Background: an optimization exercise with open tools, aiming at small area. Do not read the settings as production practice. RTL that was checked went through simulation tests only; none was proved equivalent to the original. The RTL of runs 1 and 2 was laid out without a check of its function. Power figures rest on the tool's default switching activity, not on a simulated workload.

<file path="flow/design.v">
package matrix_pkg;
    localparam int ELEM_W = 4;                    
    localparam int RES_W  = 9;                    
    typedef logic signed [ELEM_W-1:0] elem_t;     
    typedef logic signed [RES_W-1:0]  res_t;      
    typedef struct packed {
        elem_t m11;                               
        elem_t m12;                               
        elem_t m21;                               
        elem_t m22;                               
    } mat_in_t;
    typedef struct packed {
        res_t m11;
        res_t m12;
        res_t m21;
        res_t m22;
    } mat_out_t;
    typedef enum logic [2:0] {
        OP_ADD       = 3'd0,                      
        OP_SUB       = 3'd1,                      
        OP_SCALE     = 3'd2,                      
        OP_MUL       = 3'd3,                      
        OP_TRANSPOSE = 3'd4,                      
        OP_ADJ       = 3'd5,                      
        OP_DET       = 3'd6                       
    } op_t;
    typedef struct packed {
        mat_out_t sum;                            
        mat_out_t diff;                           
        mat_out_t scaled;                         
    } ew_results_t;
    function automatic res_t widen(input elem_t e);
        res_t w;
        w = e;                                    
        widen = w;
    endfunction
    function automatic mat_out_t widen_mat(input mat_in_t m);
        mat_out_t w;
        w.m11 = widen(m.m11);
        w.m12 = widen(m.m12);
        w.m21 = widen(m.m21);
        w.m22 = widen(m.m22);
        widen_mat = w;
    endfunction
endpackage
`timescale 1ns/1ps
module csa_fa (
    input  logic a,
    input  logic b,
    input  logic c,
    output logic s,
    output logic co
);
    assign s  = a ^ b ^ c;
    assign co = (a & b) | (a & c) | (b & c);
endmodule
module csa_ha (
    input  logic a,
    input  logic b,
    output logic s,
    output logic co
);
    assign s  = a ^ b;
    assign co = a & b;
endmodule
module pp_nor (
    input  logic an,
    input  logic bn,
    output logic y
);
    assign y = ~(an | bn);
endmodule
module out_and (
    input  logic a,
    input  logic b,
    output logic y
);
    assign y = a & b;
endmodule
`timescale 1ns/1ps
module matrix_alu (
    input  logic        clk,
    input  logic        reset,
    input  logic        start,
    input  logic [2:0]  op,
    input  logic [15:0] a,
    input  logic [15:0] b,
    input  logic [3:0]  scalar,
    output logic [35:0] result,
    output logic [8:0]  det,
    output logic        singular,
    output logic        done
);
    logic [2:0]  opr;       
    logic [15:0] ar;        
    logic [15:0] br;        
    always_ff @(posedge clk) begin
        if (reset) done <= 1'b0;
        else       done <= start;
    end
    logic [15:0] b_in;
    always_comb begin
        case (op)
            3'd1:    b_in = ~b;
            3'd2:    b_in = {scalar, b[11:4], scalar};
            3'd4:    b_in = {a[15:12], a[7:4], a[11:8], a[3:0]};
            3'd5:    b_in = {a[3:0], ~a[11:8], ~a[7:4], a[15:12]};
            default: b_in = b;
        endcase
    end
    always_ff @(posedge clk) begin
        if (reset) begin
            opr       <= 3'd7;
            ar[15:8]  <= 8'd0;
        end else if (start) begin
            opr       <= (op == 3'd7) ? 3'd6 : op;
            ar[15:8]  <= a[15:8];
        end
    end
    always_ff @(posedge clk) begin
        if (start) begin
            ar[7:0] <= a[7:0];
            br      <= b_in;
        end
    end
    logic [3:0] a11, a12, a21, a22, b11, b12, b21, b22;
    assign {a11, a12, a21, a22} = ar;
    assign {b11, b12, b21, b22} = br;
    logic f01, f23, f3, en, cin_d, cin_o, kill;
    assign f01   = (opr[2:1] == 2'b00);
    assign f23   = (opr[2:1] == 2'b01);
    assign f3    = (opr == 3'd3);
    assign en    = ~opr[1];
    assign cin_d = (opr == 3'd1);
    assign cin_o = (opr[1:0] == 2'b01);
    logic [3:0] y11, y12, y21, y22;
    assign y11 = ({4{f23}} & b11) | {3'b000, f01};
    assign y22 = ({4{f23}} & b22) | {3'b000, f01};
    assign y12 = {4{f3}} & b12;
    assign y21 = {4{f3}} & b21;
    logic [3:0] v11, v12, v21, v22;
    assign v11 = {4{en}} & b11;
    assign v12 = {4{en}} & b12;
    assign v21 = {4{en}} & b21;
    assign v22 = {4{en}} & b22;
    logic [8:0] p11, p12, p21, p22;
    logic [7:0] dv;
    wire [3:0] a11_n = ~a11;
    wire [3:0] a12_n = ~a12;
    wire [3:0] a21_n = ~a21;
    wire [3:0] a22_n = ~a22;
    wire [3:0] y11_n = ~y11;
    wire [3:0] y12_n = ~y12;
    wire [3:0] y21_n = ~y21;
    wire [3:0] y22_n = ~y22;
    wire pp_a110_y110;
    pp_nor u_pp_a110_y110 (.an(a11_n[0]), .bn(y11_n[0]), .y(pp_a110_y110));
    wire pp_a110_y111;
    pp_nor u_pp_a110_y111 (.an(a11_n[0]), .bn(y11_n[1]), .y(pp_a110_y111));
    wire pp_a110_y112;
    pp_nor u_pp_a110_y112 (.an(a11_n[0]), .bn(y11_n[2]), .y(pp_a110_y112));
    wire pp_a111_y110;
    pp_nor u_pp_a111_y110 (.an(a11_n[1]), .bn(y11_n[0]), .y(pp_a111_y110));
    wire pp_a111_y111;
    pp_nor u_pp_a111_y111 (.an(a11_n[1]), .bn(y11_n[1]), .y(pp_a111_y111));
    wire pp_a111_y112;
    pp_nor u_pp_a111_y112 (.an(a11_n[1]), .bn(y11_n[2]), .y(pp_a111_y112));
    wire pp_a112_y110;
    pp_nor u_pp_a112_y110 (.an(a11_n[2]), .bn(y11_n[0]), .y(pp_a112_y110));
    wire pp_a112_y111;
    pp_nor u_pp_a112_y111 (.an(a11_n[2]), .bn(y11_n[1]), .y(pp_a112_y111));
    wire pp_a112_y112;
    pp_nor u_pp_a112_y112 (.an(a11_n[2]), .bn(y11_n[2]), .y(pp_a112_y112));
    wire pp_a113_y113;
    pp_nor u_pp_a113_y113 (.an(a11_n[3]), .bn(y11_n[3]), .y(pp_a113_y113));
    wire pp_a120_y211;
    pp_nor u_pp_a120_y211 (.an(a12_n[0]), .bn(y21_n[1]), .y(pp_a120_y211));
    wire pp_a120_y212;
    pp_nor u_pp_a120_y212 (.an(a12_n[0]), .bn(y21_n[2]), .y(pp_a120_y212));
    wire pp_a121_y211;
    pp_nor u_pp_a121_y211 (.an(a12_n[1]), .bn(y21_n[1]), .y(pp_a121_y211));
    wire pp_a121_y212;
    pp_nor u_pp_a121_y212 (.an(a12_n[1]), .bn(y21_n[2]), .y(pp_a121_y212));
    wire pp_a122_y211;
    pp_nor u_pp_a122_y211 (.an(a12_n[2]), .bn(y21_n[1]), .y(pp_a122_y211));
    wire pp_a122_y212;
    pp_nor u_pp_a122_y212 (.an(a12_n[2]), .bn(y21_n[2]), .y(pp_a122_y212));
    wire pp_a123_y213;
    pp_nor u_pp_a123_y213 (.an(a12_n[3]), .bn(y21_n[3]), .y(pp_a123_y213));
    wire p11_0, p11_1;
    csa_fa u_p11_0 (.a(pp_a110_y110), .b(((a12[0] & y21[0]) | v11[0])), .c(cin_d), .s(p11_0), .co(p11_1));
    wire p11_2, p11_3;
    csa_fa u_p11_2 (.a(pp_a110_y111), .b(pp_a111_y110), .c(pp_a120_y211), .s(p11_2), .co(p11_3));
    wire p11_4, p11_5;
    csa_fa u_p11_4 (.a(((a12[1] & y21[0]) | v11[1])), .b(p11_1), .c(p11_2), .s(p11_4), .co(p11_5));
    wire p11_6, p11_7;
    csa_fa u_p11_6 (.a(pp_a110_y112), .b(pp_a111_y111), .c(pp_a112_y110), .s(p11_6), .co(p11_7));
    wire p11_8, p11_9;
    csa_fa u_p11_8 (.a(pp_a120_y212), .b(pp_a121_y211), .c(((a12[2] & y21[0]) | v11[2])), .s(p11_8), .co(p11_9));
    wire p11_10, p11_11;
    csa_fa u_p11_10 (.a(p11_3), .b(p11_6), .c(p11_8), .s(p11_10), .co(p11_11));
    wire p11_12, p11_13;
    csa_ha u_p11_12 (.a(p11_5), .b(p11_10), .s(p11_12), .co(p11_13));
    wire p11_14, p11_15;
    csa_fa u_p11_14 (.a(~(a11[0] & y11[3])), .b(pp_a111_y112), .c(pp_a112_y111), .s(p11_14), .co(p11_15));
    wire p11_16, p11_17;
    csa_fa u_p11_16 (.a(~(a11[3] & y11[0])), .b(~(a12[0] & y21[3])), .c(pp_a121_y212), .s(p11_16), .co(p11_17));
    wire p11_18, p11_19;
    csa_fa u_p11_18 (.a(pp_a122_y211), .b(~((a12[3] & y21[0]) | v11[3])), .c(p11_7), .s(p11_18), .co(p11_19));
    wire p11_20, p11_21;
    csa_fa u_p11_20 (.a(p11_9), .b(p11_14), .c(p11_16), .s(p11_20), .co(p11_21));
    wire p11_22, p11_23;
    csa_fa u_p11_22 (.a(p11_11), .b(p11_18), .c(p11_20), .s(p11_22), .co(p11_23));
    wire p11_24, p11_25;
    csa_ha u_p11_24 (.a(p11_13), .b(p11_22), .s(p11_24), .co(p11_25));
    wire p11_26, p11_27;
    csa_fa u_p11_26 (.a(~(a11[1] & y11[3])), .b(pp_a112_y112), .c(~(a11[3] & y11[1])), .s(p11_26), .co(p11_27));
    wire p11_28, p11_29;
    csa_fa u_p11_28 (.a(~(a12[1] & y21[3])), .b(pp_a122_y212), .c(~(a12[3] & y21[1])), .s(p11_28), .co(p11_29));
    wire p11_30, p11_31;
    csa_fa u_p11_30 (.a(p11_15), .b(p11_17), .c(p11_26), .s(p11_30), .co(p11_31));
    wire p11_32, p11_33;
    csa_fa u_p11_32 (.a(p11_28), .b(p11_19), .c(p11_21), .s(p11_32), .co(p11_33));
    wire p11_34, p11_35;
    csa_fa u_p11_34 (.a(p11_30), .b(p11_32), .c(p11_23), .s(p11_34), .co(p11_35));
    wire p11_36, p11_37;
    csa_ha u_p11_36 (.a(p11_25), .b(p11_34), .s(p11_36), .co(p11_37));
    wire p11_38 = ~(~(a11[2] & y11[3]) ^ ~(a11[3] & y11[2]));
    wire p11_39 = ~(a11[2] & y11[3]) | ~(a11[3] & y11[2]);
    wire p11_40, p11_41;
    csa_fa u_p11_40 (.a(~(a12[2] & y21[3])), .b(~(a12[3] & y21[2])), .c(p11_38), .s(p11_40), .co(p11_41));
    wire p11_42, p11_43;
    csa_fa u_p11_42 (.a(p11_27), .b(p11_29), .c(p11_40), .s(p11_42), .co(p11_43));
    wire p11_44, p11_45;
    csa_fa u_p11_44 (.a(p11_31), .b(p11_42), .c(p11_33), .s(p11_44), .co(p11_45));
    wire p11_46, p11_47;
    csa_fa u_p11_46 (.a(p11_44), .b(p11_35), .c(p11_37), .s(p11_46), .co(p11_47));
    wire p11_48, p11_49;
    csa_fa u_p11_48 (.a(pp_a113_y113), .b(pp_a123_y213), .c(p11_39), .s(p11_48), .co(p11_49));
    wire p11_50, p11_51;
    csa_fa u_p11_50 (.a(p11_41), .b(p11_48), .c(p11_43), .s(p11_50), .co(p11_51));
    wire p11_52, p11_53;
    csa_fa u_p11_52 (.a(p11_50), .b(p11_45), .c(p11_47), .s(p11_52), .co(p11_53));
    wire p11_54, p11_55;
    csa_fa u_p11_54 (.a(p11_49), .b(p11_51), .c(p11_53), .s(p11_54), .co(p11_55));
    wire p11_56 = ~p11_55;
    wire pp_a110_y121;
    pp_nor u_pp_a110_y121 (.an(a11_n[0]), .bn(y12_n[1]), .y(pp_a110_y121));
    wire pp_a110_y122;
    pp_nor u_pp_a110_y122 (.an(a11_n[0]), .bn(y12_n[2]), .y(pp_a110_y122));
    wire pp_a111_y121;
    pp_nor u_pp_a111_y121 (.an(a11_n[1]), .bn(y12_n[1]), .y(pp_a111_y121));
    wire pp_a111_y122;
    pp_nor u_pp_a111_y122 (.an(a11_n[1]), .bn(y12_n[2]), .y(pp_a111_y122));
    wire pp_a112_y121;
    pp_nor u_pp_a112_y121 (.an(a11_n[2]), .bn(y12_n[1]), .y(pp_a112_y121));
    wire pp_a112_y122;
    pp_nor u_pp_a112_y122 (.an(a11_n[2]), .bn(y12_n[2]), .y(pp_a112_y122));
    wire pp_a113_y123;
    pp_nor u_pp_a113_y123 (.an(a11_n[3]), .bn(y12_n[3]), .y(pp_a113_y123));
    wire pp_a120_y220;
    pp_nor u_pp_a120_y220 (.an(a12_n[0]), .bn(y22_n[0]), .y(pp_a120_y220));
    wire pp_a120_y221;
    pp_nor u_pp_a120_y221 (.an(a12_n[0]), .bn(y22_n[1]), .y(pp_a120_y221));
    wire pp_a120_y222;
    pp_nor u_pp_a120_y222 (.an(a12_n[0]), .bn(y22_n[2]), .y(pp_a120_y222));
    wire pp_a121_y220;
    pp_nor u_pp_a121_y220 (.an(a12_n[1]), .bn(y22_n[0]), .y(pp_a121_y220));
    wire pp_a121_y221;
    pp_nor u_pp_a121_y221 (.an(a12_n[1]), .bn(y22_n[1]), .y(pp_a121_y221));
    wire pp_a121_y222;
    pp_nor u_pp_a121_y222 (.an(a12_n[1]), .bn(y22_n[2]), .y(pp_a121_y222));
    wire pp_a122_y220;
    pp_nor u_pp_a122_y220 (.an(a12_n[2]), .bn(y22_n[0]), .y(pp_a122_y220));
    wire pp_a122_y221;
    pp_nor u_pp_a122_y221 (.an(a12_n[2]), .bn(y22_n[1]), .y(pp_a122_y221));
    wire pp_a122_y222;
    pp_nor u_pp_a122_y222 (.an(a12_n[2]), .bn(y22_n[2]), .y(pp_a122_y222));
    wire pp_a123_y223;
    pp_nor u_pp_a123_y223 (.an(a12_n[3]), .bn(y22_n[3]), .y(pp_a123_y223));
    wire p12_57, p12_58;
    csa_fa u_p12_57 (.a(((a11[0] & y12[0]) | v12[0])), .b(pp_a120_y220), .c(cin_o), .s(p12_57), .co(p12_58));
    wire p12_59, p12_60;
    csa_fa u_p12_59 (.a(pp_a110_y121), .b(((a11[1] & y12[0]) | v12[1])), .c(pp_a120_y221), .s(p12_59), .co(p12_60));
    wire p12_61, p12_62;
    csa_fa u_p12_61 (.a(pp_a121_y220), .b(p12_58), .c(p12_59), .s(p12_61), .co(p12_62));
    wire p12_63, p12_64;
    csa_fa u_p12_63 (.a(pp_a110_y122), .b(pp_a111_y121), .c(((a11[2] & y12[0]) | v12[2])), .s(p12_63), .co(p12_64));
    wire p12_65, p12_66;
    csa_fa u_p12_65 (.a(pp_a120_y222), .b(pp_a121_y221), .c(pp_a122_y220), .s(p12_65), .co(p12_66));
    wire p12_67, p12_68;
    csa_fa u_p12_67 (.a(p12_60), .b(p12_63), .c(p12_65), .s(p12_67), .co(p12_68));
    wire p12_69, p12_70;
    csa_ha u_p12_69 (.a(p12_62), .b(p12_67), .s(p12_69), .co(p12_70));
    wire p12_71, p12_72;
    csa_fa u_p12_71 (.a(~(a11[0] & y12[3])), .b(pp_a111_y122), .c(pp_a112_y121), .s(p12_71), .co(p12_72));
    wire p12_73, p12_74;
    csa_fa u_p12_73 (.a(~((a11[3] & y12[0]) | v12[3])), .b(~(a12[0] & y22[3])), .c(pp_a121_y222), .s(p12_73), .co(p12_74));
    wire p12_75, p12_76;
    csa_fa u_p12_75 (.a(pp_a122_y221), .b(~(a12[3] & y22[0])), .c(p12_64), .s(p12_75), .co(p12_76));
    wire p12_77, p12_78;
    csa_fa u_p12_77 (.a(p12_66), .b(p12_71), .c(p12_73), .s(p12_77), .co(p12_78));
    wire p12_79, p12_80;
    csa_fa u_p12_79 (.a(p12_68), .b(p12_75), .c(p12_77), .s(p12_79), .co(p12_80));
    wire p12_81, p12_82;
    csa_ha u_p12_81 (.a(p12_70), .b(p12_79), .s(p12_81), .co(p12_82));
    wire p12_83, p12_84;
    csa_fa u_p12_83 (.a(~(a11[1] & y12[3])), .b(pp_a112_y122), .c(~(a11[3] & y12[1])), .s(p12_83), .co(p12_84));
    wire p12_85, p12_86;
    csa_fa u_p12_85 (.a(~(a12[1] & y22[3])), .b(pp_a122_y222), .c(~(a12[3] & y22[1])), .s(p12_85), .co(p12_86));
    wire p12_87, p12_88;
    csa_fa u_p12_87 (.a(p12_72), .b(p12_74), .c(p12_83), .s(p12_87), .co(p12_88));
    wire p12_89, p12_90;
    csa_fa u_p12_89 (.a(p12_85), .b(p12_76), .c(p12_78), .s(p12_89), .co(p12_90));
    wire p12_91, p12_92;
    csa_fa u_p12_91 (.a(p12_87), .b(p12_89), .c(p12_80), .s(p12_91), .co(p12_92));
    wire p12_93, p12_94;
    csa_ha u_p12_93 (.a(p12_82), .b(p12_91), .s(p12_93), .co(p12_94));
    wire p12_95 = ~(~(a11[2] & y12[3]) ^ ~(a11[3] & y12[2]));
    wire p12_96 = ~(a11[2] & y12[3]) | ~(a11[3] & y12[2]);
    wire p12_97, p12_98;
    csa_fa u_p12_97 (.a(~(a12[2] & y22[3])), .b(~(a12[3] & y22[2])), .c(p12_95), .s(p12_97), .co(p12_98));
    wire p12_99, p12_100;
    csa_fa u_p12_99 (.a(p12_84), .b(p12_86), .c(p12_97), .s(p12_99), .co(p12_100));
    wire p12_101, p12_102;
    csa_fa u_p12_101 (.a(p12_88), .b(p12_99), .c(p12_90), .s(p12_101), .co(p12_102));
    wire p12_103, p12_104;
    csa_fa u_p12_103 (.a(p12_101), .b(p12_92), .c(p12_94), .s(p12_103), .co(p12_104));
    wire p12_105, p12_106;
    csa_fa u_p12_105 (.a(pp_a113_y123), .b(pp_a123_y223), .c(p12_96), .s(p12_105), .co(p12_106));
    wire p12_107, p12_108;
    csa_fa u_p12_107 (.a(p12_98), .b(p12_105), .c(p12_100), .s(p12_107), .co(p12_108));
    wire p12_109, p12_110;
    csa_fa u_p12_109 (.a(p12_107), .b(p12_102), .c(p12_104), .s(p12_109), .co(p12_110));
    wire p12_111, p12_112;
    csa_fa u_p12_111 (.a(p12_106), .b(p12_108), .c(p12_110), .s(p12_111), .co(p12_112));
    wire p12_113 = ~p12_112;
    wire pp_a210_y110;
    pp_nor u_pp_a210_y110 (.an(a21_n[0]), .bn(y11_n[0]), .y(pp_a210_y110));
    wire pp_a210_y111;
    pp_nor u_pp_a210_y111 (.an(a21_n[0]), .bn(y11_n[1]), .y(pp_a210_y111));
    wire pp_a210_y112;
    pp_nor u_pp_a210_y112 (.an(a21_n[0]), .bn(y11_n[2]), .y(pp_a210_y112));
    wire pp_a211_y110;
    pp_nor u_pp_a211_y110 (.an(a21_n[1]), .bn(y11_n[0]), .y(pp_a211_y110));
    wire pp_a211_y111;
    pp_nor u_pp_a211_y111 (.an(a21_n[1]), .bn(y11_n[1]), .y(pp_a211_y111));
    wire pp_a211_y112;
    pp_nor u_pp_a211_y112 (.an(a21_n[1]), .bn(y11_n[2]), .y(pp_a211_y112));
    wire pp_a212_y110;
    pp_nor u_pp_a212_y110 (.an(a21_n[2]), .bn(y11_n[0]), .y(pp_a212_y110));
    wire pp_a212_y111;
    pp_nor u_pp_a212_y111 (.an(a21_n[2]), .bn(y11_n[1]), .y(pp_a212_y111));
    wire pp_a212_y112;
    pp_nor u_pp_a212_y112 (.an(a21_n[2]), .bn(y11_n[2]), .y(pp_a212_y112));
    wire pp_a213_y113;
    pp_nor u_pp_a213_y113 (.an(a21_n[3]), .bn(y11_n[3]), .y(pp_a213_y113));
    wire pp_a220_y211;
    pp_nor u_pp_a220_y211 (.an(a22_n[0]), .bn(y21_n[1]), .y(pp_a220_y211));
    wire pp_a220_y212;
    pp_nor u_pp_a220_y212 (.an(a22_n[0]), .bn(y21_n[2]), .y(pp_a220_y212));
    wire pp_a221_y211;
    pp_nor u_pp_a221_y211 (.an(a22_n[1]), .bn(y21_n[1]), .y(pp_a221_y211));
    wire pp_a221_y212;
    pp_nor u_pp_a221_y212 (.an(a22_n[1]), .bn(y21_n[2]), .y(pp_a221_y212));
    wire pp_a222_y211;
    pp_nor u_pp_a222_y211 (.an(a22_n[2]), .bn(y21_n[1]), .y(pp_a222_y211));
    wire pp_a222_y212;
    pp_nor u_pp_a222_y212 (.an(a22_n[2]), .bn(y21_n[2]), .y(pp_a222_y212));
    wire pp_a223_y213;
    pp_nor u_pp_a223_y213 (.an(a22_n[3]), .bn(y21_n[3]), .y(pp_a223_y213));
    wire p21_114, p21_115;
    csa_fa u_p21_114 (.a(pp_a210_y110), .b(((a22[0] & y21[0]) | v21[0])), .c(cin_o), .s(p21_114), .co(p21_115));
    wire p21_116, p21_117;
    csa_fa u_p21_116 (.a(pp_a210_y111), .b(pp_a211_y110), .c(pp_a220_y211), .s(p21_116), .co(p21_117));
    wire p21_118, p21_119;
    csa_fa u_p21_118 (.a(((a22[1] & y21[0]) | v21[1])), .b(p21_115), .c(p21_116), .s(p21_118), .co(p21_119));
    wire p21_120, p21_121;
    csa_fa u_p21_120 (.a(pp_a210_y112), .b(pp_a211_y111), .c(pp_a212_y110), .s(p21_120), .co(p21_121));
    wire p21_122, p21_123;
    csa_fa u_p21_122 (.a(pp_a220_y212), .b(pp_a221_y211), .c(((a22[2] & y21[0]) | v21[2])), .s(p21_122), .co(p21_123));
    wire p21_124, p21_125;
    csa_fa u_p21_124 (.a(p21_117), .b(p21_120), .c(p21_122), .s(p21_124), .co(p21_125));
    wire p21_126, p21_127;
    csa_ha u_p21_126 (.a(p21_119), .b(p21_124), .s(p21_126), .co(p21_127));
    wire p21_128, p21_129;
    csa_fa u_p21_128 (.a(~(a21[0] & y11[3])), .b(pp_a211_y112), .c(pp_a212_y111), .s(p21_128), .co(p21_129));
    wire p21_130, p21_131;
    csa_fa u_p21_130 (.a(~(a21[3] & y11[0])), .b(~(a22[0] & y21[3])), .c(pp_a221_y212), .s(p21_130), .co(p21_131));
    wire p21_132, p21_133;
    csa_fa u_p21_132 (.a(pp_a222_y211), .b(~((a22[3] & y21[0]) | v21[3])), .c(p21_121), .s(p21_132), .co(p21_133));
    wire p21_134, p21_135;
    csa_fa u_p21_134 (.a(p21_123), .b(p21_128), .c(p21_130), .s(p21_134), .co(p21_135));
    wire p21_136, p21_137;
    csa_fa u_p21_136 (.a(p21_125), .b(p21_132), .c(p21_134), .s(p21_136), .co(p21_137));
    wire p21_138, p21_139;
    csa_ha u_p21_138 (.a(p21_127), .b(p21_136), .s(p21_138), .co(p21_139));
    wire p21_140, p21_141;
    csa_fa u_p21_140 (.a(~(a21[1] & y11[3])), .b(pp_a212_y112), .c(~(a21[3] & y11[1])), .s(p21_140), .co(p21_141));
    wire p21_142, p21_143;
    csa_fa u_p21_142 (.a(~(a22[1] & y21[3])), .b(pp_a222_y212), .c(~(a22[3] & y21[1])), .s(p21_142), .co(p21_143));
    wire p21_144, p21_145;
    csa_fa u_p21_144 (.a(p21_129), .b(p21_131), .c(p21_140), .s(p21_144), .co(p21_145));
    wire p21_146, p21_147;
    csa_fa u_p21_146 (.a(p21_142), .b(p21_133), .c(p21_135), .s(p21_146), .co(p21_147));
    wire p21_148, p21_149;
    csa_fa u_p21_148 (.a(p21_144), .b(p21_146), .c(p21_137), .s(p21_148), .co(p21_149));
    wire p21_150, p21_151;
    csa_ha u_p21_150 (.a(p21_139), .b(p21_148), .s(p21_150), .co(p21_151));
    wire p21_152 = ~(~(a21[2] & y11[3]) ^ ~(a21[3] & y11[2]));
    wire p21_153 = ~(a21[2] & y11[3]) | ~(a21[3] & y11[2]);
    wire p21_154, p21_155;
    csa_fa u_p21_154 (.a(~(a22[2] & y21[3])), .b(~(a22[3] & y21[2])), .c(p21_152), .s(p21_154), .co(p21_155));
    wire p21_156, p21_157;
    csa_fa u_p21_156 (.a(p21_141), .b(p21_143), .c(p21_154), .s(p21_156), .co(p21_157));
    wire p21_158, p21_159;
    csa_fa u_p21_158 (.a(p21_145), .b(p21_156), .c(p21_147), .s(p21_158), .co(p21_159));
    wire p21_160, p21_161;
    csa_fa u_p21_160 (.a(p21_158), .b(p21_149), .c(p21_151), .s(p21_160), .co(p21_161));
    wire p21_162, p21_163;
    csa_fa u_p21_162 (.a(pp_a213_y113), .b(pp_a223_y213), .c(p21_153), .s(p21_162), .co(p21_163));
    wire p21_164, p21_165;
    csa_fa u_p21_164 (.a(p21_155), .b(p21_162), .c(p21_157), .s(p21_164), .co(p21_165));
    wire p21_166, p21_167;
    csa_fa u_p21_166 (.a(p21_164), .b(p21_159), .c(p21_161), .s(p21_166), .co(p21_167));
    wire p21_168, p21_169;
    csa_fa u_p21_168 (.a(p21_163), .b(p21_165), .c(p21_167), .s(p21_168), .co(p21_169));
    wire p21_170 = ~p21_169;
    wire pp_a210_y121;
    pp_nor u_pp_a210_y121 (.an(a21_n[0]), .bn(y12_n[1]), .y(pp_a210_y121));
    wire pp_a210_y122;
    pp_nor u_pp_a210_y122 (.an(a21_n[0]), .bn(y12_n[2]), .y(pp_a210_y122));
    wire pp_a211_y121;
    pp_nor u_pp_a211_y121 (.an(a21_n[1]), .bn(y12_n[1]), .y(pp_a211_y121));
    wire pp_a211_y122;
    pp_nor u_pp_a211_y122 (.an(a21_n[1]), .bn(y12_n[2]), .y(pp_a211_y122));
    wire pp_a212_y121;
    pp_nor u_pp_a212_y121 (.an(a21_n[2]), .bn(y12_n[1]), .y(pp_a212_y121));
    wire pp_a212_y122;
    pp_nor u_pp_a212_y122 (.an(a21_n[2]), .bn(y12_n[2]), .y(pp_a212_y122));
    wire pp_a213_y123;
    pp_nor u_pp_a213_y123 (.an(a21_n[3]), .bn(y12_n[3]), .y(pp_a213_y123));
    wire pp_a220_y220;
    pp_nor u_pp_a220_y220 (.an(a22_n[0]), .bn(y22_n[0]), .y(pp_a220_y220));
    wire pp_a220_y221;
    pp_nor u_pp_a220_y221 (.an(a22_n[0]), .bn(y22_n[1]), .y(pp_a220_y221));
    wire pp_a220_y222;
    pp_nor u_pp_a220_y222 (.an(a22_n[0]), .bn(y22_n[2]), .y(pp_a220_y222));
    wire pp_a221_y220;
    pp_nor u_pp_a221_y220 (.an(a22_n[1]), .bn(y22_n[0]), .y(pp_a221_y220));
    wire pp_a221_y221;
    pp_nor u_pp_a221_y221 (.an(a22_n[1]), .bn(y22_n[1]), .y(pp_a221_y221));
    wire pp_a221_y222;
    pp_nor u_pp_a221_y222 (.an(a22_n[1]), .bn(y22_n[2]), .y(pp_a221_y222));
    wire pp_a222_y220;
    pp_nor u_pp_a222_y220 (.an(a22_n[2]), .bn(y22_n[0]), .y(pp_a222_y220));
    wire pp_a222_y221;
    pp_nor u_pp_a222_y221 (.an(a22_n[2]), .bn(y22_n[1]), .y(pp_a222_y221));
    wire pp_a222_y222;
    pp_nor u_pp_a222_y222 (.an(a22_n[2]), .bn(y22_n[2]), .y(pp_a222_y222));
    wire pp_a223_y223;
    pp_nor u_pp_a223_y223 (.an(a22_n[3]), .bn(y22_n[3]), .y(pp_a223_y223));
    wire p22_171, p22_172;
    csa_fa u_p22_171 (.a(((a21[0] & y12[0]) | v22[0])), .b(pp_a220_y220), .c(cin_d), .s(p22_171), .co(p22_172));
    wire p22_173, p22_174;
    csa_fa u_p22_173 (.a(pp_a210_y121), .b(((a21[1] & y12[0]) | v22[1])), .c(pp_a220_y221), .s(p22_173), .co(p22_174));
    wire p22_175, p22_176;
    csa_fa u_p22_175 (.a(pp_a221_y220), .b(p22_172), .c(p22_173), .s(p22_175), .co(p22_176));
    wire p22_177, p22_178;
    csa_fa u_p22_177 (.a(pp_a210_y122), .b(pp_a211_y121), .c(((a21[2] & y12[0]) | v22[2])), .s(p22_177), .co(p22_178));
    wire p22_179, p22_180;
    csa_fa u_p22_179 (.a(pp_a220_y222), .b(pp_a221_y221), .c(pp_a222_y220), .s(p22_179), .co(p22_180));
    wire p22_181, p22_182;
    csa_fa u_p22_181 (.a(p22_174), .b(p22_177), .c(p22_179), .s(p22_181), .co(p22_182));
    wire p22_183, p22_184;
    csa_ha u_p22_183 (.a(p22_176), .b(p22_181), .s(p22_183), .co(p22_184));
    wire p22_185, p22_186;
    csa_fa u_p22_185 (.a(~(a21[0] & y12[3])), .b(pp_a211_y122), .c(pp_a212_y121), .s(p22_185), .co(p22_186));
    wire p22_187, p22_188;
    csa_fa u_p22_187 (.a(~((a21[3] & y12[0]) | v22[3])), .b(~(a22[0] & y22[3])), .c(pp_a221_y222), .s(p22_187), .co(p22_188));
    wire p22_189, p22_190;
    csa_fa u_p22_189 (.a(pp_a222_y221), .b(~(a22[3] & y22[0])), .c(p22_178), .s(p22_189), .co(p22_190));
    wire p22_191, p22_192;
    csa_fa u_p22_191 (.a(p22_180), .b(p22_185), .c(p22_187), .s(p22_191), .co(p22_192));
    wire p22_193, p22_194;
    csa_fa u_p22_193 (.a(p22_182), .b(p22_189), .c(p22_191), .s(p22_193), .co(p22_194));
    wire p22_195, p22_196;
    csa_ha u_p22_195 (.a(p22_184), .b(p22_193), .s(p22_195), .co(p22_196));
    wire p22_197, p22_198;
    csa_fa u_p22_197 (.a(~(a21[1] & y12[3])), .b(pp_a212_y122), .c(~(a21[3] & y12[1])), .s(p22_197), .co(p22_198));
    wire p22_199, p22_200;
    csa_fa u_p22_199 (.a(~(a22[1] & y22[3])), .b(pp_a222_y222), .c(~(a22[3] & y22[1])), .s(p22_199), .co(p22_200));
    wire p22_201, p22_202;
    csa_fa u_p22_201 (.a(p22_186), .b(p22_188), .c(p22_197), .s(p22_201), .co(p22_202));
    wire p22_203, p22_204;
    csa_fa u_p22_203 (.a(p22_199), .b(p22_190), .c(p22_192), .s(p22_203), .co(p22_204));
    wire p22_205, p22_206;
    csa_fa u_p22_205 (.a(p22_201), .b(p22_203), .c(p22_194), .s(p22_205), .co(p22_206));
    wire p22_207, p22_208;
    csa_ha u_p22_207 (.a(p22_196), .b(p22_205), .s(p22_207), .co(p22_208));
    wire p22_209 = ~(~(a21[2] & y12[3]) ^ ~(a21[3] & y12[2]));
    wire p22_210 = ~(a21[2] & y12[3]) | ~(a21[3] & y12[2]);
    wire p22_211, p22_212;
    csa_fa u_p22_211 (.a(~(a22[2] & y22[3])), .b(~(a22[3] & y22[2])), .c(p22_209), .s(p22_211), .co(p22_212));
    wire p22_213, p22_214;
    csa_fa u_p22_213 (.a(p22_198), .b(p22_200), .c(p22_211), .s(p22_213), .co(p22_214));
    wire p22_215, p22_216;
    csa_fa u_p22_215 (.a(p22_202), .b(p22_213), .c(p22_204), .s(p22_215), .co(p22_216));
    wire p22_217, p22_218;
    csa_fa u_p22_217 (.a(p22_215), .b(p22_206), .c(p22_208), .s(p22_217), .co(p22_218));
    wire p22_219, p22_220;
    csa_fa u_p22_219 (.a(pp_a213_y123), .b(pp_a223_y223), .c(p22_210), .s(p22_219), .co(p22_220));
    wire p22_221, p22_222;
    csa_fa u_p22_221 (.a(p22_212), .b(p22_219), .c(p22_214), .s(p22_221), .co(p22_222));
    wire p22_223, p22_224;
    csa_fa u_p22_223 (.a(p22_221), .b(p22_216), .c(p22_218), .s(p22_223), .co(p22_224));
    wire p22_225, p22_226;
    csa_fa u_p22_225 (.a(p22_220), .b(p22_222), .c(p22_224), .s(p22_225), .co(p22_226));
    wire p22_227 = ~p22_226;
    wire pp_a110_a220;
    pp_nor u_pp_a110_a220 (.an(a11_n[0]), .bn(a22_n[0]), .y(pp_a110_a220));
    wire pp_a110_a221;
    pp_nor u_pp_a110_a221 (.an(a11_n[0]), .bn(a22_n[1]), .y(pp_a110_a221));
    wire pp_a110_a222;
    pp_nor u_pp_a110_a222 (.an(a11_n[0]), .bn(a22_n[2]), .y(pp_a110_a222));
    wire pp_a111_a220;
    pp_nor u_pp_a111_a220 (.an(a11_n[1]), .bn(a22_n[0]), .y(pp_a111_a220));
    wire pp_a111_a221;
    pp_nor u_pp_a111_a221 (.an(a11_n[1]), .bn(a22_n[1]), .y(pp_a111_a221));
    wire pp_a111_a222;
    pp_nor u_pp_a111_a222 (.an(a11_n[1]), .bn(a22_n[2]), .y(pp_a111_a222));
    wire pp_a112_a220;
    pp_nor u_pp_a112_a220 (.an(a11_n[2]), .bn(a22_n[0]), .y(pp_a112_a220));
    wire pp_a112_a221;
    pp_nor u_pp_a112_a221 (.an(a11_n[2]), .bn(a22_n[1]), .y(pp_a112_a221));
    wire pp_a112_a222;
    pp_nor u_pp_a112_a222 (.an(a11_n[2]), .bn(a22_n[2]), .y(pp_a112_a222));
    wire pp_a113_a223;
    pp_nor u_pp_a113_a223 (.an(a11_n[3]), .bn(a22_n[3]), .y(pp_a113_a223));
    wire pp_a12_n0_a210;
    pp_nor u_pp_a12_n0_a210 (.an(a12[0]), .bn(a21_n[0]), .y(pp_a12_n0_a210));
    wire pp_a12_n0_a211;
    pp_nor u_pp_a12_n0_a211 (.an(a12[0]), .bn(a21_n[1]), .y(pp_a12_n0_a211));
    wire pp_a12_n0_a212;
    pp_nor u_pp_a12_n0_a212 (.an(a12[0]), .bn(a21_n[2]), .y(pp_a12_n0_a212));
    wire pp_a12_n1_a210;
    pp_nor u_pp_a12_n1_a210 (.an(a12[1]), .bn(a21_n[0]), .y(pp_a12_n1_a210));
    wire pp_a12_n1_a211;
    pp_nor u_pp_a12_n1_a211 (.an(a12[1]), .bn(a21_n[1]), .y(pp_a12_n1_a211));
    wire pp_a12_n1_a212;
    pp_nor u_pp_a12_n1_a212 (.an(a12[1]), .bn(a21_n[2]), .y(pp_a12_n1_a212));
    wire pp_a12_n2_a210;
    pp_nor u_pp_a12_n2_a210 (.an(a12[2]), .bn(a21_n[0]), .y(pp_a12_n2_a210));
    wire pp_a12_n2_a211;
    pp_nor u_pp_a12_n2_a211 (.an(a12[2]), .bn(a21_n[1]), .y(pp_a12_n2_a211));
    wire pp_a12_n2_a212;
    pp_nor u_pp_a12_n2_a212 (.an(a12[2]), .bn(a21_n[2]), .y(pp_a12_n2_a212));
    wire pp_a12_n3_a213;
    pp_nor u_pp_a12_n3_a213 (.an(a12[3]), .bn(a21_n[3]), .y(pp_a12_n3_a213));
    wire d_228, d_229;
    csa_fa u_d_228 (.a(pp_a110_a220), .b(pp_a12_n0_a210), .c(a21[0]), .s(d_228), .co(d_229));
    wire d_230, d_231;
    csa_fa u_d_230 (.a(pp_a110_a221), .b(pp_a111_a220), .c(pp_a12_n0_a211), .s(d_230), .co(d_231));
    wire d_232, d_233;
    csa_fa u_d_232 (.a(pp_a12_n1_a210), .b(a21[1]), .c(d_229), .s(d_232), .co(d_233));
    wire d_234, d_235;
    csa_ha u_d_234 (.a(d_230), .b(d_232), .s(d_234), .co(d_235));
    wire d_236, d_237;
    csa_fa u_d_236 (.a(pp_a110_a222), .b(pp_a111_a221), .c(pp_a112_a220), .s(d_236), .co(d_237));
    wire d_238, d_239;
    csa_fa u_d_238 (.a(pp_a12_n0_a212), .b(pp_a12_n1_a211), .c(pp_a12_n2_a210), .s(d_238), .co(d_239));
    wire d_240, d_241;
    csa_fa u_d_240 (.a(a21[2]), .b(d_231), .c(d_236), .s(d_240), .co(d_241));
    wire d_242, d_243;
    csa_fa u_d_242 (.a(d_238), .b(d_233), .c(d_240), .s(d_242), .co(d_243));
    wire d_244, d_245;
    csa_ha u_d_244 (.a(d_235), .b(d_242), .s(d_244), .co(d_245));
    wire d_246 = ~(~(a11[0] & a22[3]) ^ pp_a111_a222);
    wire d_247 = ~(a11[0] & a22[3]) | pp_a111_a222;
    wire d_248, d_249;
    csa_fa u_d_248 (.a(pp_a112_a221), .b(~(a11[3] & a22[0])), .c(~(a12_n[0] & a21[3])), .s(d_248), .co(d_249));
    wire d_250, d_251;
    csa_fa u_d_250 (.a(pp_a12_n1_a212), .b(pp_a12_n2_a211), .c(~(a12_n[3] & a21[0])), .s(d_250), .co(d_251));
    wire d_252, d_253;
    csa_fa u_d_252 (.a(~a21[3]), .b(d_246), .c(d_237), .s(d_252), .co(d_253));
    wire d_254, d_255;
    csa_fa u_d_254 (.a(d_239), .b(d_248), .c(d_250), .s(d_254), .co(d_255));
    wire d_256, d_257;
    csa_fa u_d_256 (.a(d_241), .b(d_252), .c(d_254), .s(d_256), .co(d_257));
    wire d_258, d_259;
    csa_fa u_d_258 (.a(d_243), .b(d_256), .c(d_245), .s(d_258), .co(d_259));
    wire d_260 = ~(~(a11[1] & a22[3]) ^ pp_a112_a222);
    wire d_261 = ~(a11[1] & a22[3]) | pp_a112_a222;
    wire d_262, d_263;
    csa_fa u_d_262 (.a(~(a11[3] & a22[1])), .b(~(a12_n[1] & a21[3])), .c(pp_a12_n2_a212), .s(d_262), .co(d_263));
    wire d_264, d_265;
    csa_fa u_d_264 (.a(~(a12_n[3] & a21[1])), .b(d_247), .c(d_260), .s(d_264), .co(d_265));
    wire d_266, d_267;
    csa_fa u_d_266 (.a(d_249), .b(d_251), .c(d_262), .s(d_266), .co(d_267));
    wire d_268, d_269;
    csa_fa u_d_268 (.a(d_264), .b(d_253), .c(d_255), .s(d_268), .co(d_269));
    wire d_270, d_271;
    csa_fa u_d_270 (.a(d_266), .b(d_268), .c(d_257), .s(d_270), .co(d_271));
    wire d_272, d_273;
    csa_ha u_d_272 (.a(d_270), .b(d_259), .s(d_272), .co(d_273));
    wire d_274, d_275;
    csa_fa u_d_274 (.a(~(a11[2] & a22[3])), .b(~(a11[3] & a22[2])), .c(~(a12_n[2] & a21[3])), .s(d_274), .co(d_275));
    wire d_276, d_277;
    csa_fa u_d_276 (.a(~(a12_n[3] & a21[2])), .b(d_261), .c(d_263), .s(d_276), .co(d_277));
    wire d_278, d_279;
    csa_fa u_d_278 (.a(d_274), .b(d_265), .c(d_267), .s(d_278), .co(d_279));
    wire d_280, d_281;
    csa_fa u_d_280 (.a(d_276), .b(d_269), .c(d_278), .s(d_280), .co(d_281));
    wire d_282, d_283;
    csa_fa u_d_282 (.a(d_271), .b(d_280), .c(d_273), .s(d_282), .co(d_283));
    wire d_284, d_285;
    csa_fa u_d_284 (.a(pp_a113_a223), .b(pp_a12_n3_a213), .c(d_275), .s(d_284), .co(d_285));
    wire d_286, d_287;
    csa_fa u_d_286 (.a(d_277), .b(d_284), .c(d_279), .s(d_286), .co(d_287));
    wire d_288, d_289;
    csa_fa u_d_288 (.a(d_286), .b(d_281), .c(d_283), .s(d_288), .co(d_289));
    wire d_290 = d_285 ^ d_287;
    wire d_291 = d_290 ^ d_289;
    assign p11 = {p11_56, p11_54, p11_52, p11_46, p11_36, p11_24, p11_12, p11_4, p11_0};
    assign p12 = {p12_113, p12_111, p12_109, p12_103, p12_93, p12_81, p12_69, p12_61, p12_57};
    assign p21 = {p21_170, p21_168, p21_166, p21_160, p21_150, p21_138, p21_126, p21_118, p21_114};
    assign p22 = {p22_227, p22_225, p22_223, p22_217, p22_207, p22_195, p22_183, p22_175, p22_171};
    assign dv = {d_291, d_288, d_282, d_272, d_258, d_244, d_234, d_228};
    logic zero_det;
    assign zero_det = (dv == 8'd0);
    assign kill     = (opr == 3'd5) & zero_det;
    logic        keep;
    logic [35:0] p_all;
    assign keep  = ~kill;
    assign p_all = {p11, p12, p21, p22};
    for (genvar i = 0; i < 36; i++) begin : g_res
        out_and u_and (.a(p_all[i]), .b(keep), .y(result[i]));
    end
    assign det      = {dv[7], dv};
    assign singular = zero_det & (opr != 3'd7);
endmodule
</file>
<file path="flow/flow/run.sh">
#!/bin/bash
set -euo pipefail
cd "$(dirname "$0")/.."
export BUFFER_PORTS_ARGS="-buffer_cell sky130_fd_sc_hd__buf_1"
export CTS_ARGS="-sink_clustering_enable -repair_clock_nets -buf_list {sky130_fd_sc_hd__clkbuf_4 sky130_fd_sc_hd__clkbuf_8} -root_buf sky130_fd_sc_hd__clkbuf_8 -dont_use_dummy_load"
bash standard.sh > standard.log 2>&1
</file>
<file path="flow/config.mk">
export PLATFORM = sky130hd
export DESIGN_NAME = matrix_alu
export DESIGN_NICKNAME = matrix_alu
export VERILOG_FILES = /design/flow/design.v
export SDC_FILE = /design/flow/constraint.sdc
export NUM_CORES = 4
export LEC_CHECK = 0
export CAP_MARGIN = 20
export CORE_MARGIN = 2
export CORE_UTILIZATION = 40
export SLEW_MARGIN = 20
export SYNTH_HIERARCHICAL = 1
</file>
<file path="flow/constraint.sdc">
create_clock -name core_clock -period 8.0 [get_ports {clk}]
set_input_delay 1.6000 -clock core_clock [delete_from_list [all_inputs] [get_ports {clk}]]
set_output_delay 1.6000 -clock core_clock [all_outputs]
set_load 0.01 [all_outputs]
</file>
<file path="flow/standard.sh">
#!/bin/bash
# synth_recipe.tcl (not shown) runs the flow's synth.tcl, then flattens the netlist and writes it again
# the make line also repeats each setting of config.mk as NAME=value (left out here)
make -C /OpenROAD-flow-scripts/flow DESIGN_CONFIG=/design/flow/config.mk WORK_HOME=/design/flow/orfs CLKGATE_MAP_FILE= SYNTH_SCRIPT=/design/flow/synth_recipe.tcl "${@:-finish}"
</file>
==> impl_metrics.py, run 1 <==
metrics = {
    "logic_synthesis": {
        "synth_edf_count": 24,
        "synth-simple-area-share_pct": 20.23,
        "synthFlopType": "edfxtp_1",
        "synthMuxAreaShare_pct": 3.493,
        "synth_warnings": 7,
        "yosysMostFrequentCell": "fa_1",
        "syn_avg_cell_area_um2": 9.818,
        "synthTopCellsByArea": "fa_1 (41%), edfxtp_1 (12%), nor2_1 (6.9%)",
        "synth_top_family_by_area": "adder cells",
        "ys_async_sr_fraction_pct": 0,
        "synth.cell_area_um2": 6018,
        "synth_compound_gate_area_share_pct": 7.256,
        "synth_cell_types": 41,
        "synth_fp_nets": 798,
        "ys_ff_latch": 36,
        "syn_inst": 613,
        "synth_fa_ha_area_share_pct": 44.95,
        "synth_top_area_cell": "fa_1",
        "yosysTopAreaCellShare_pct": 40.58,
        "synth_xor_area_share_pct": 1.455,
        "synth-seq-area-share_pct": 15.97,
        "synthTopCellsByCount": "fa_1 (122), nor2_1 (110), inv_1 (45), nand2_1 (45), and2_1 (38)",
    },
    "placed_design": {
        "dp_cells": 847,
        "port_buffers": 88,
        "hpwl_mm": 13.34,
        "postPlaceCellArea_um2": 6364,
        "place_congestion": 0.9400,
    },
    "power": {
        "power_frac_clock_pct": 11.6,
        "p_total_w": 0.0009766,
        "ir_drop_mv": 0.1253,
        "internal_power_w": 0.0005317,
        "seq_power_share_pct": 25.5,
        "combPwrFrac_pct": 63.0,
        "p_sw_w": 0.0004449,
        "cellLeakagePower_nw": 2.508,
        "swShare_pct": 45.56,
        "power_density_nw_per_um2": 151.8,
    },
    "worst_setup_path": {
        "path_class": "reg -> out",
        "crit_arrival_ns": 5.91,
        "cp_cell_sequence": "inv_1, nor2_1, fa_1, fa_1, fa_1, ha_1, fa_1, ha_1, fa_1, fa_1, xnor2_1, xnor2_1, or3_2, and2_1, buf_1",
        "critPathMaxStageDelay_ns": 0.76,
        "reg2regPathDepth": 2,
        "cp_slowest_cell": "or3_2",
        "start_kind": "flip-flop",
        "endpoint_kind": "primary output",
        "cpMostUsedCell": "fa_1",
        "rr_startpoint": "opr[1]",
        "r2r_end": "opr[1]",
        "cp.required_ns": 6.40,
        "rrSetupSlack_ns": 6.57,
        "crit_fanout": 36,
    },
    "clock_network": {
        "cts_hold_buf": 0,
        "clk_path_buf_depth": 2,
        "cts.sinks": 36,
        "cts_tree": "yes",
        "ctsResizeCount": 0,
        "clk_latency_ns": 0.28,
        "cts_setup_buffers": 0,
        "ctsHtreeMaxLevel": 2,
        "root_buffer": "clkbuf_8",
        "numCtsBuffers": 5,
        "cts.clk_slew.worst_paths_ns": 0.07,
    },
    "hold_path": {
        "hold_depth": 2,
        "whs_endpoint": "opr[0]",
        "hp-class": "reg -> reg",
        "min_from": "opr[0]",
    },
    "timing": {
        "slew_headroom_pct": 26.18,
        "final-hold-violation-count": 0,
        "finalSetupViolCount": 0,
        "rsz0062_at_grt": "no",
        "worst_pin_slew_ns": 1.107,
        "clock_skew_ns": 0,
        "drv_slew": 0,
        "setup_tns_ns": 0,
        "fin_crit_sh_pct": 93.92,
        "whs_ns": 0.5711,
        "fmax_ghz": 0.1331,
        "period_needed_ns": 7.514,
    },
    "finish": {
        "nets": 855,
        "fillerInstances": 1475,
        "design_area_um2": 6434,
        "drive_gt1_share_pct": 1.946,
        "syn_to_final_growth_pct": 6.902,
        "finalNonFillerCells": 852,
        "antennaDiodeCount": 0,
    },
    "outcome": {
        "status": "no timing/DRC/antenna violations",
    },
    "detailed_routing": {
        "wl_met2_mm": 7.860,
        "wirelength_met1_mm": 7.179,
        "routed.top_layer": "met4",
        "via_per_inst": 5.482,
        "first_pass_iters": 5,
        "drt-initial-drc-count": 384,
        "met3_length_mm": 1.067,
        "avgRoutedWirePerCell_um": 19.20,
        "ant_nets": 0,
        "drc": 0,
        "vias": 4671,
        "drt_wl_total_mm": 16.36,
    },
    "grt": {
        "grt_overflow": 0,
        "track_usage_pct": 20.81,
        "antenna_found_initial": 0,
        "grt_max_degree": 51,
        "grt_pass1_vias": 4762,
        "grt_pass1_wl_mm": 25.92,
    },
    "floorplanning": {
        "die_x_um": 126.7,
        "fp.dieArea_um2": 16040,
        "initial_utilization_pct": 41.10,
        "core_area_um2": 14640,
        "ios": 89,
        "fp-row-count": 44,
        "die_h_um": 126.7,
    },
    "flow_run": {
        "max_cap_violations": 0,
    },
}
==> through the flow <==
step / util [%] / worst slack [ns]
after floorplan: - / 1.663
after global placement: 43.44 / 0.6828
after CTS: 43.93 / 0.2227
after global routing: 43.93 / 0.2409
after detailed placement: 43.46 / 0.5278
final: 43.93 / 0.4865
==> placed cells by master, fill, tap and decap left out, types with 5 or more instances in the layout <==
| cell | synthesis | routed |
|---|---|---|
| a211oi_1 | 12 | 12 |
| a21oi_1 | 6 | 6 |
| a22o_1 | 12 | 12 |
| and2_1 | 38 | 38 |
| buf_1 | 1 | 86 |
| clkbuf_8 | 0 | 5 |
| dfxtp_1 | 12 | 12 |
| edfxtp_1 | 24 | 24 |
| fa_1 | 122 | 122 |
| ha_1 | 21 | 21 |
| inv_1 | 45 | 45 |
| mux2i_1 | 21 | 21 |
| nand2_1 | 45 | 45 |
| nand3_1 | 22 | 22 |
| nand3b_1 | 8 | 8 |
| nor2_1 | 110 | 110 |
| nor2b_1 | 15 | 14 |
| nor3_1 | 5 | 5 |
| o21a_1 | 8 | 8 |
| o21ai_0 | 7 | 7 |
| xor2_1 | 8 | 8 |
==> routing by layer <==
| layer | track usage [%] | up-vias |
|---|---|---|
| met3 | 2.067 | 20 |
| met2 | 35.55 | 223 |
| met1 | 29.28 | 2340 |
| met4 | 4.072 | 0 |
| li1 | - | 2088 |
| met5 | 0 | - |
==> logic make-up after synthesis <==
family	count (synthesis)
AND/OR/NAND/NOR	258
adder cells (fa/ha/maj)	143
buffers and inverters	85
AO/OA/AOI/OAI	60
flip-flops	36
multiplexers	21
XOR/XNOR	10
==> modules after synthesis, one instance, submodules excluded <==
module | flops+latches | cells | area (µm²) | copies in the design
out_and | 0 | 1 | 6.256 | 36
csa_ha | 0 | 1 | 12.51 | 15
matrix_alu | 36 | 352 | 2833 | 1
pp_nor | 0 | 1 | 3.754 | 88
csa_fa | 0 | 1 | 20.02 | 122
==> power by group through the flow <==
| stage | sequential (W) | clock [W] | combinational [W] |
|---|---|---|---|
| after floorplan | 0.000233 | 0 | 0.000518 |
| after CTS | 0.000247 | 0.000117 | 0.000632 |
| after detailed placement | 0.000251 | 0 | 0.000630 |
| final | 0.000249 | 0.000113 | 0.000615 |
| after global placement | 0.000250 | 0 | 0.000617 |
| after global routing | 0.000250 | 0.000123 | 0.000705 |
==> final cells by class <==
| cell class | instances | area (µm²) | share of cell area, % |
|---|---|---|---|
| inverter | 46 | 172.7 | 2.684 |
| timing repair buffer | 89 | 340.3 | 5.290 |
| multi-input combinational | 492 | 4661 | 72.44 |
| clock buffer | 5 | 68.82 | 1.070 |
| sequential | 36 | 960.9 | 14.94 |
| tap | 184 | 230.2 | 3.578 |
==> how the worst max path moves through the flow <==
stage	from	to	slack, ns	cells after the start
after global routing	ar[2]	result[32]	0.24	15
after detailed placement	ar[1]	result[33]	0.53	15
after CTS	ar[1]	result[33]	0.22	15
final	ar[1]	result[33]	0.49	15
after floorplan	ar[2]	result[0]	1.66	14
after global placement	ar[2]	result[34]	0.68	15
==> worst max-delay path, delay by kind of cell (launching register included) <==
family / cells / cell delay [ns]
buf+inv: 2 / 0.55
simple gates: 3 / 1.13
flops: 1 / 0.55
xor+xnor: 2 / 0.36
fa+ha+maj: 8 / 3.01
==> flip-flops by register name, summed over array words and instances, names as in the netlist <==
register  flops
ar           16
br           16
opr           3
done          1
==> run 2: changes to the inputs <==
==> flow/flow/run.sh (replaced) <==
#!/bin/bash
set -euo pipefail
cd "$(dirname "$0")/.."
export BUFFER_PORTS_ARGS="-buffer_cell sky130_fd_sc_hd__buf_1"
export CTS_ARGS="-sink_clustering_enable -repair_clock_nets -buf_list sky130_fd_sc_hd__clkbuf_4 -dont_use_dummy_load"
bash standard.sh > standard.log 2>&1
==> run 2 against run 1 <==
Net effect:
- design area is 0.49% lower
- critical path depth stayed put
- non-clock buffer count stayed put
- total power is 3.1% lower
- area after synthesis stayed put
- clock power is 26% lower
- first-iteration DRC count is 6.0% higher
- global-route usage is 0.054 points lower
- cell count stayed put
- sequential power hardly changed
- critical path type unchanged
==> impl_metrics.py, run 2 <==
metrics = {
    "outcome": {
        "status": "no timing/DRC/antenna violations",
    },
    "flow_run": {
        "max_cap_violations": 0,
    },
    "finish": {
        "syn_to_final_growth_pct": 6.383,
        "drive_gt1_share_pct": 1.946,
        "nets": 855,
        "layout_commonest_cell": "fa_1",
        "design_area_um2": 6402,
        "antennaDiodeCount": 0,
        "mostFrequentLayoutCells": "fa_1 (122), nor2_1 (110), buf_1 (86), inv_1 (45), nand2_1 (45)",
        "largestRegisters": "ar (16), br (16), opr (3)",
    },
    "detailed_routing": {
        "drt_wl_total_mm": 16.37,
        "first_pass_iters": 5,
        "ant_nets": 0,
        "via_per_inst": 5.462,
        "vias": 4654,
        "avgRoutedWirePerCell_um": 19.21,
        "drc": 0,
        "drt-initial-drc-count": 407,
    },
    "power": {
        "ir_drop_mv": 0.1246,
        "cellLeakagePower_nw": 2.495,
        "power_density_nw_per_um2": 147.7,
    },
    "logic_synthesis": {
        "syn_avg_cell_area_um2": 9.818,
        "synth_cell_types": 41,
        "synthTopCellsByCount": "fa_1 (122), nor2_1 (110), inv_1 (45), nand2_1 (45), and2_1 (38)",
        "synth.cell_area_um2": 6018,
        "ys_async_sr_fraction_pct": 0,
        "yosysMostFrequentCell": "fa_1",
        "synth_warnings": 7,
        "synth_edf_count": 24,
        "synthTopCellsByArea": "fa_1 (41%), edfxtp_1 (12%), nor2_1 (6.9%)",
        "synth_top_area_cell": "fa_1",
        "synthFlopType": "edfxtp_1",
        "synth-seq-area-share_pct": 15.97,
        "syn_inst": 613,
        "yosysTopAreaCellShare_pct": 40.58,
        "synth_fp_nets": 798,
        "ys_ff_latch": 36,
    },
    "grt": {
        "grt_max_degree": 51,
        "grt_overflow": 0,
        "track_usage_pct": 20.76,
        "grt_pass1_vias": 4757,
        "grt_pass1_wl_mm": 25.89,
        "antenna_found_initial": 0,
    },
    "timing": {
        "slew_headroom_pct": 26.74,
        "fin_crit_sh_pct": 94.27,
        "fmax_ghz": 0.1326,
        "rsz0062_at_grt": "no",
        "clock_skew_ns": 0,
        "final-hold-violation-count": 0,
        "worst_pin_slew_ns": 1.099,
        "drv_slew": 0,
        "finalSetupViolCount": 0,
        "period_needed_ns": 7.542,
        "setup_tns_ns": 0,
        "fin_ws_ns": 0.4583,
    },
    "worst_setup_path": {
        "start_kind": "flip-flop",
        "cp.required_ns": 6.40,
        "crit_fanout": 36,
        "rr_startpoint": "opr[1]",
        "rrSetupSlack_ns": 6.56,
        "path_class": "reg -> out",
        "endpoint_kind": "primary output",
        "critPathLaunch": "ar[1]",
        "crit_arrival_ns": 5.94,
    },
    "clock_network": {
        "cts.sinks": 36,
        "clk_latency_ns": 0.32,
        "clk_path_buf_depth": 2,
        "cts_setup_buffers": 0,
        "numCtsBuffers": 5,
        "ctsHtreeMaxLevel": 2,
        "root_buffer": "clkbuf_4",
        "cts.clk_slew.worst_paths_ns": 0.11,
        "cts_tree": "yes",
    },
    "placed_design": {
        "postPlaceCellArea_um2": 6364,
        "port_buffers": 88,
        "place_congestion": 0.9400,
        "hpwl_mm": 13.34,
        "pre_cts_ws_ns": 0.5278,
    },
    "floorplanning": {
        "die_x_um": 126.7,
        "die_h_um": 126.7,
        "fp.dieArea_um2": 16040,
        "core_area_um2": 14640,
        "initial_utilization_pct": 41.10,
        "ios": 89,
        "fp-row-count": 44,
    },
    "hold_path": {
        "min_from": "opr[0]",
        "hp-class": "reg -> reg",
    },
}
==> run 2: cell counts after synthesis <==
Identical to the previous run, type by type.
==> run 2: final timing paths <==
path / endpoint / cells past startpoint
max: result[33] / 15
max reg2reg: opr[1] / 2
min reg2reg: opr[0] / 2
min: opr[0] / 2
==> run 2: through the flow <==
step                      util, %  cells  hold slack (ns)  total power, W
after floorplan                 -    613           0.4764       0.0007517
after global placement      43.44    847           0.5430       0.0008674
after detailed placement    43.46    847           0.5597       0.0008810
after CTS                   43.71    852           0.5785       0.0009640
after global routing        43.72    852           0.6100        0.001046
final                       43.72    852           0.5775       0.0009458
==> run 2: repair_timing <==
item                                    4_1_cts  5_1_grt
gates resized for setup                       0        1
endpoints found under the setup margin        0       36
hold buffers                                  0        0
==> run 2: Yosys stat by module, one instance, submodules excluded <==
module      flip-flops and latches  area [µm²]  copies in the design  cells inside
csa_fa                           0       20.02                   122             1
csa_ha                           0       12.51                    15             1
matrix_alu                      36        2833                     1           352
out_and                          0       6.256                    36             1
pp_nor                           0       3.754                    88             1
==> run 2: layout make-up <==
class | instances | area [µm²]
Inverter | 46 | 172.7
Timing Repair Buffer | 89 | 340.3
Sequential cell | 36 | 960.9
Multi-Input combinational cell | 492 | 4661
Clock buffer | 5 | 37.54
Fill cell | 1478 | 8242
Tap cell | 184 | 230.2
==> run 2: where the power goes <==
| part | internal [W] | switching [W] |
|---|---|---|
| Combinational | 0.000257 | 0.000357 |
| Clock | 0.0000294 | 0.0000540 |
| Sequential | 0.000218 | 0.0000304 |
==> run 2: kinds of logic after synthesis <==
| logic type | share of synthesized area [%] |
|---|---|
| flip-flops | 15.97 |
| AND/OR/NAND/NOR | 20.23 |
| AO/OA/AOI/OAI | 7.256 |
| buffers and inverters | 6.653 |
| multiplexers | 3.493 |
| XOR/XNOR | 1.455 |
| adder cells (fa/ha/maj) | 44.95 |
==> run 2: worst max-delay path, cell delays in order, from the launching register on <==
cell and delay [ns]:
edfxtp_1 0.56, inv_1 0.41, nor2_1 0.13, fa_1 0.49
fa_1 0.52, fa_1 0.43, ha_1 0.21, fa_1 0.37
ha_1 0.20, fa_1 0.38, fa_1 0.40, xnor2_1 0.15
xnor2_1 0.21, or3_2 0.76, and2_1 0.24, buf_1 0.13
==> run 2: routing by layer <==
metal | vias to the layer above | GRT usage [%] | share of wire, % | routed length (µm)
li1 | 2083 | - | - | -
met5 | - | 0 | 0 | 0
met2 | 228 | 35.55 | 48 | 7877
met3 | 13 | 2.067 | 7.2 | 1171
met4 | 0 | 3.685 | 1.3 | 210
met1 | 2330 | 29.28 | 43 | 7106
==> run 3: changes to the inputs <==
--- a/flow/design.v
+++ b/flow/design.v
@@ -79,2 +79,16 @@
 endmodule
+module sel4 (
+    input  logic [3:0] s,
+    input  logic [3:0] d,
+    output logic       y
+);
+    assign y = |(s & d);
+endmodule
+module sel3_n (
+    input  logic [2:0] s,
+    input  logic [2:0] d,
+    output logic       y
+);
+    assign y = ~|(s & d);
+endmodule
 `timescale 1ns/1ps
@@ -95,3 +109,3 @@
     logic [15:0] ar;        
-    logic [15:0] br;        
+    logic [15:0] brx;       
     always_ff @(posedge clk) begin
@@ -100,11 +114,18 @@
     end
-    logic [15:0] b_in;
-    always_comb begin
-        case (op)
-            3'd1:    b_in = ~b;
-            3'd2:    b_in = {scalar, b[11:4], scalar};
-            3'd4:    b_in = {a[15:12], a[7:4], a[11:8], a[3:0]};
-            3'd5:    b_in = {a[3:0], ~a[11:8], ~a[7:4], a[15:12]};
-            default: b_in = b;
-        endcase
+    logic sel_b, sel_s, sel_t, sel_d, sel_o;
+    assign sel_s = (op == 3'd2);
+    assign sel_t = (op == 3'd4);
+    assign sel_d = (op == 3'd5);
+    assign sel_b = ~(sel_s | sel_t | sel_d);        
+    assign sel_o = ~(sel_t | sel_d);                
+    logic [15:0] b_in_x;
+    for (genvar k = 0; k < 4; k++) begin : g_bin
+        sel4 u_11 (.s({sel_b, sel_s, sel_t, sel_d}),
+                   .d({b[12 + k], scalar[k], a[12 + k], a[k]}), .y(b_in_x[12 + k]));
+        sel3_n u_12 (.s({sel_o, sel_t, sel_d}),
+                     .d({b[8 + k], a[4 + k], a[8 + k]}), .y(b_in_x[8 + k]));
+        sel3_n u_21 (.s({sel_o, sel_t, sel_d}),
+                     .d({b[4 + k], a[8 + k], a[4 + k]}), .y(b_in_x[4 + k]));
+        sel4 u_22 (.s({sel_b, sel_s, sel_t, sel_d}),
+                   .d({b[k], scalar[k], a[k], a[12 + k]}), .y(b_in_x[k]));
     end
@@ -122,3 +143,3 @@
             ar[7:0] <= a[7:0];
-            br      <= b_in;
+            brx     <= b_in_x;
         end
@@ -127,3 +148,3 @@
     assign {a11, a12, a21, a22} = ar;
-    assign {b11, b12, b21, b22} = br;
+    assign {b11, b12, b21, b22} = {brx[15:12], ~brx[11:4], brx[3:0]};
     logic f01, f23, f3, en, cin_d, cin_o, kill;
@@ -141,6 +162,6 @@
     logic [3:0] v11, v12, v21, v22;
-    assign v11 = {4{en}} & b11;
-    assign v12 = {4{en}} & b12;
-    assign v21 = {4{en}} & b21;
-    assign v22 = {4{en}} & b22;
+    assign v11 = {4{en}} & (b11 ^ {4{cin_d}});
+    assign v12 = {4{en}} & (b12 ^ {4{cin_o}});
+    assign v21 = {4{en}} & (b21 ^ {4{cin_o}});
+    assign v22 = {4{en}} & (b22 ^ {4{cin_d}});
     logic [8:0] p11, p12, p21, p22;
==> run 3 against run 2 <==
Net effect:
- register-to-register slack better by 0.33 ns
- via count is 6.2% lower
- design area is 3.8% lower
- largest power group unchanged
- clock-buffer cell count stayed put
- highest routed layer unchanged
- routed wire length is 10% lower
- setup slack better by 0.063 ns
- still clean
==> impl_metrics.py, run 3 <==
metrics = {
    "logic_synthesis": {
        "synth_warnings": 7,
        "synth_cell_types": 37,
        "ys_ff_latch": 36,
        "syn_inst": 568,
        "synthFlopType": "edfxtp_1",
        "synth_fa_ha_area_share_pct": 47.55,
        "synth_compound_gate_area_share_pct": 7.433,
        "yosysMostFrequentCell": "fa_1",
        "synth-seq-area-share_pct": 16.89,
        "synth_edf_count": 24,
        "yosysTopAreaCellShare_pct": 42.93,
        "synth_fp_nets": 753,
        "synth.cell_area_um2": 5689,
        "synth_xor_area_share_pct": 1.539,
        "synth_top_family_by_area": "adder cells",
        "synth-simple-area-share_pct": 19.38,
    },
    "clock_network": {
        "ctsResizeCount": 0,
        "ctsHtreeMaxLevel": 2,
        "clk_path_buf_depth": 2,
        "cts_tree": "yes",
        "clk_latency_ns": 0.33,
        "numCtsBuffers": 5,
        "cts_setup_buffers": 0,
        "cts.clk_slew.worst_paths_ns": 0.11,
    },
    "timing": {
        "clock_skew_ns": 0,
        "drv_slew": 0,
        "final-hold-violation-count": 0,
        "finalSetupViolCount": 0,
        "worst_pin_slew_ns": 0.9567,
        "fin_crit_sh_pct": 93.48,
        "fmax_ghz": 0.1337,
    },
    "worst_setup_path": {
        "path_class": "reg -> out",
        "r2r_end": "opr[0]",
        "crit_fanout": 36,
        "endpoint_kind": "primary output",
        "reg2regPathDepth": 2,
        "cp-endpoint": "result[9]",
        "critPathLaunch": "ar[2]",
        "rr_startpoint": "opr[0]",
        "start_kind": "flip-flop",
        "crit_arrival_ns": 5.88,
    },
    "grt": {
        "track_usage_pct": 20.59,
        "grt_pass1_vias": 4350,
    },
    "finish": {
        "antennaDiodeCount": 0,
        "finalNonFillerCells": 820,
        "nets": 827,
        "regArea_um2": 960.9,
        "syn_to_final_growth_pct": 8.269,
        "layout_commonest_cell": "fa_1",
        "largestRegisters": "ar (16), brx (16), opr (3)",
        "drive_gt1_share_pct": 3.125,
    },
    "power": {
        "ir_drop_mv": 0.09187,
        "combPwrFrac_pct": 66.8,
        "seq_power_share_pct": 25.1,
        "power_density_nw_per_um2": 158.4,
        "power_frac_clock_pct": 8.1,
        "swShare_pct": 46.09,
    },
    "placed_design": {
        "port_buffers": 88,
        "dp_cells": 815,
        "hpwl_mm": 12.63,
    },
    "detailed_routing": {
        "first_pass_iters": 6,
        "vias": 4366,
        "drt_wl_total_mm": 14.67,
        "avgRoutedWirePerCell_um": 17.89,
        "via_per_inst": 5.324,
    },
    "floorplanning": {
        "initial_utilization_pct": 40.99,
        "fp-row-count": 43,
        "core_area_um2": 13880,
        "die_h_um": 123.3,
    },
    "outcome": {
        "status": "no timing/DRC/antenna violations",
    },
    "hold_path": {
        "min_from": "ar[14]",
    },
}
-- run 3: layout make-up --
class,instances,share of cell area (%)
Sequential cell,36,15.60
Multi-Input combinational cell,461,71.40
Tap cell,180,3.656
Inverter,45,2.742
Clock buffer,5,0.6094
Timing Repair Buffer,93,5.992
-- run 3: critical path, stage by stage, from the launching register on --
cell and delay [ns]:
edfxtp_1 0.53, inv_1 0.34, nor2_1 0.12, fa_1 0.56
fa_1 0.45, fa_1 0.45, ha_1 0.20, fa_1 0.36
ha_1 0.20, fa_1 0.38, fa_1 0.40, xnor2_1 0.15
xnor2_1 0.27, or3_1 0.73, and2_1 0.24, buf_1 0.15
-- run 3: per-module statistics from Yosys (local to each module, per instance) --
module	cells inside	copies in the design	flip-flops and latches	cell area (µm²)
sel3_n	1	8	0	10.01
matrix_alu	275	1	36	2273
out_and	1	36	0	6.256
pp_nor	1	88	0	3.754
sel4	3	8	0	18.77
csa_fa	1	122	0	20.02
csa_ha	1	15	0	12.51
-- run 3: power groups by stage --
| stage | clock network (W) | registers (W) | logic, W |
|---|---|---|---|
| final | 0.0000792 | 0.000245 | 0.000652 |
| after global routing | 0.0000919 | 0.000247 | 0.000753 |
| after CTS | 0.0000828 | 0.000244 | 0.000672 |
| after detailed placement | 0 | 0.000249 | 0.000670 |
| after global placement | 0 | 0.000248 | 0.000661 |
| after floorplan | 0 | 0.000232 | 0.000560 |
-- run 3: metrics by stage --
stage	cell area, µm²	hold slack, ns	util (%)	setup WS, ns	power (W)
floorplan	5689	0.5059	-	1.662	0.0007924
global placement	6122	0.5618	44.10	0.8665	0.0009094
detailed placement	6122	0.5739	44.10	0.8129	0.0009187
CTS	6160	0.5885	44.38	0.4229	0.0009986
global route	6160	0.6243	44.38	0.07902	0.001092
finish	6160	0.6041	44.38	0.5214	0.0009760
-- run 3: worst min path at each step --
stage / endpoint / depth (start not counted)
after detailed placement: ar[14] / 2
final: ar[14] / 2
after global routing: ar[14] / 2
after CTS: ar[14] / 2
after floorplan: ar[14] / 2
after global placement: ar[14] / 2
-- run 3: cell families after synthesis --
logic type,count (synthesis)
simple gates,246
fa+ha+maj,143
buf+inv,71
compound gates,54
flops,36
xor+xnor,10
mux,8
-- run 3: routing by layer --
layer	vias up	global-route usage, %	part of all wire (%)
li1	1986	-	-
met1	2156	30.65	45
met2	198	32.55	46
met3	26	2.399	6.9
met4	0	4.403	2.1
met5	-	0	0

## re-timing with driven ports
The results above use ideal ports. As a check the final layouts listed here were re-extracted and re-timed, cells and wires unchanged. Step 1 sets driving cells, clkbuf_16 on the clock port and buf_2 on the other inputs (assumed; they add their load-dependent delay and slew). Step 2 also shifts input and output timing later by t, the mid clock arrival at the registers, as if the neighbouring blocks saw the same clock. Three values: ideal ports, drivers, drivers and shift; two values: the first two.
run | t, ns | setup slack, ns
run 1 | 0.306 | 0.486 / 0.459 / 0.765
run 2 | 0.350 | 0.458 / 0.433 / 0.783
run 3 | 0.337 | 0.521 / 0.499 / 0.836
After both steps every run listed still meets setup and hold.
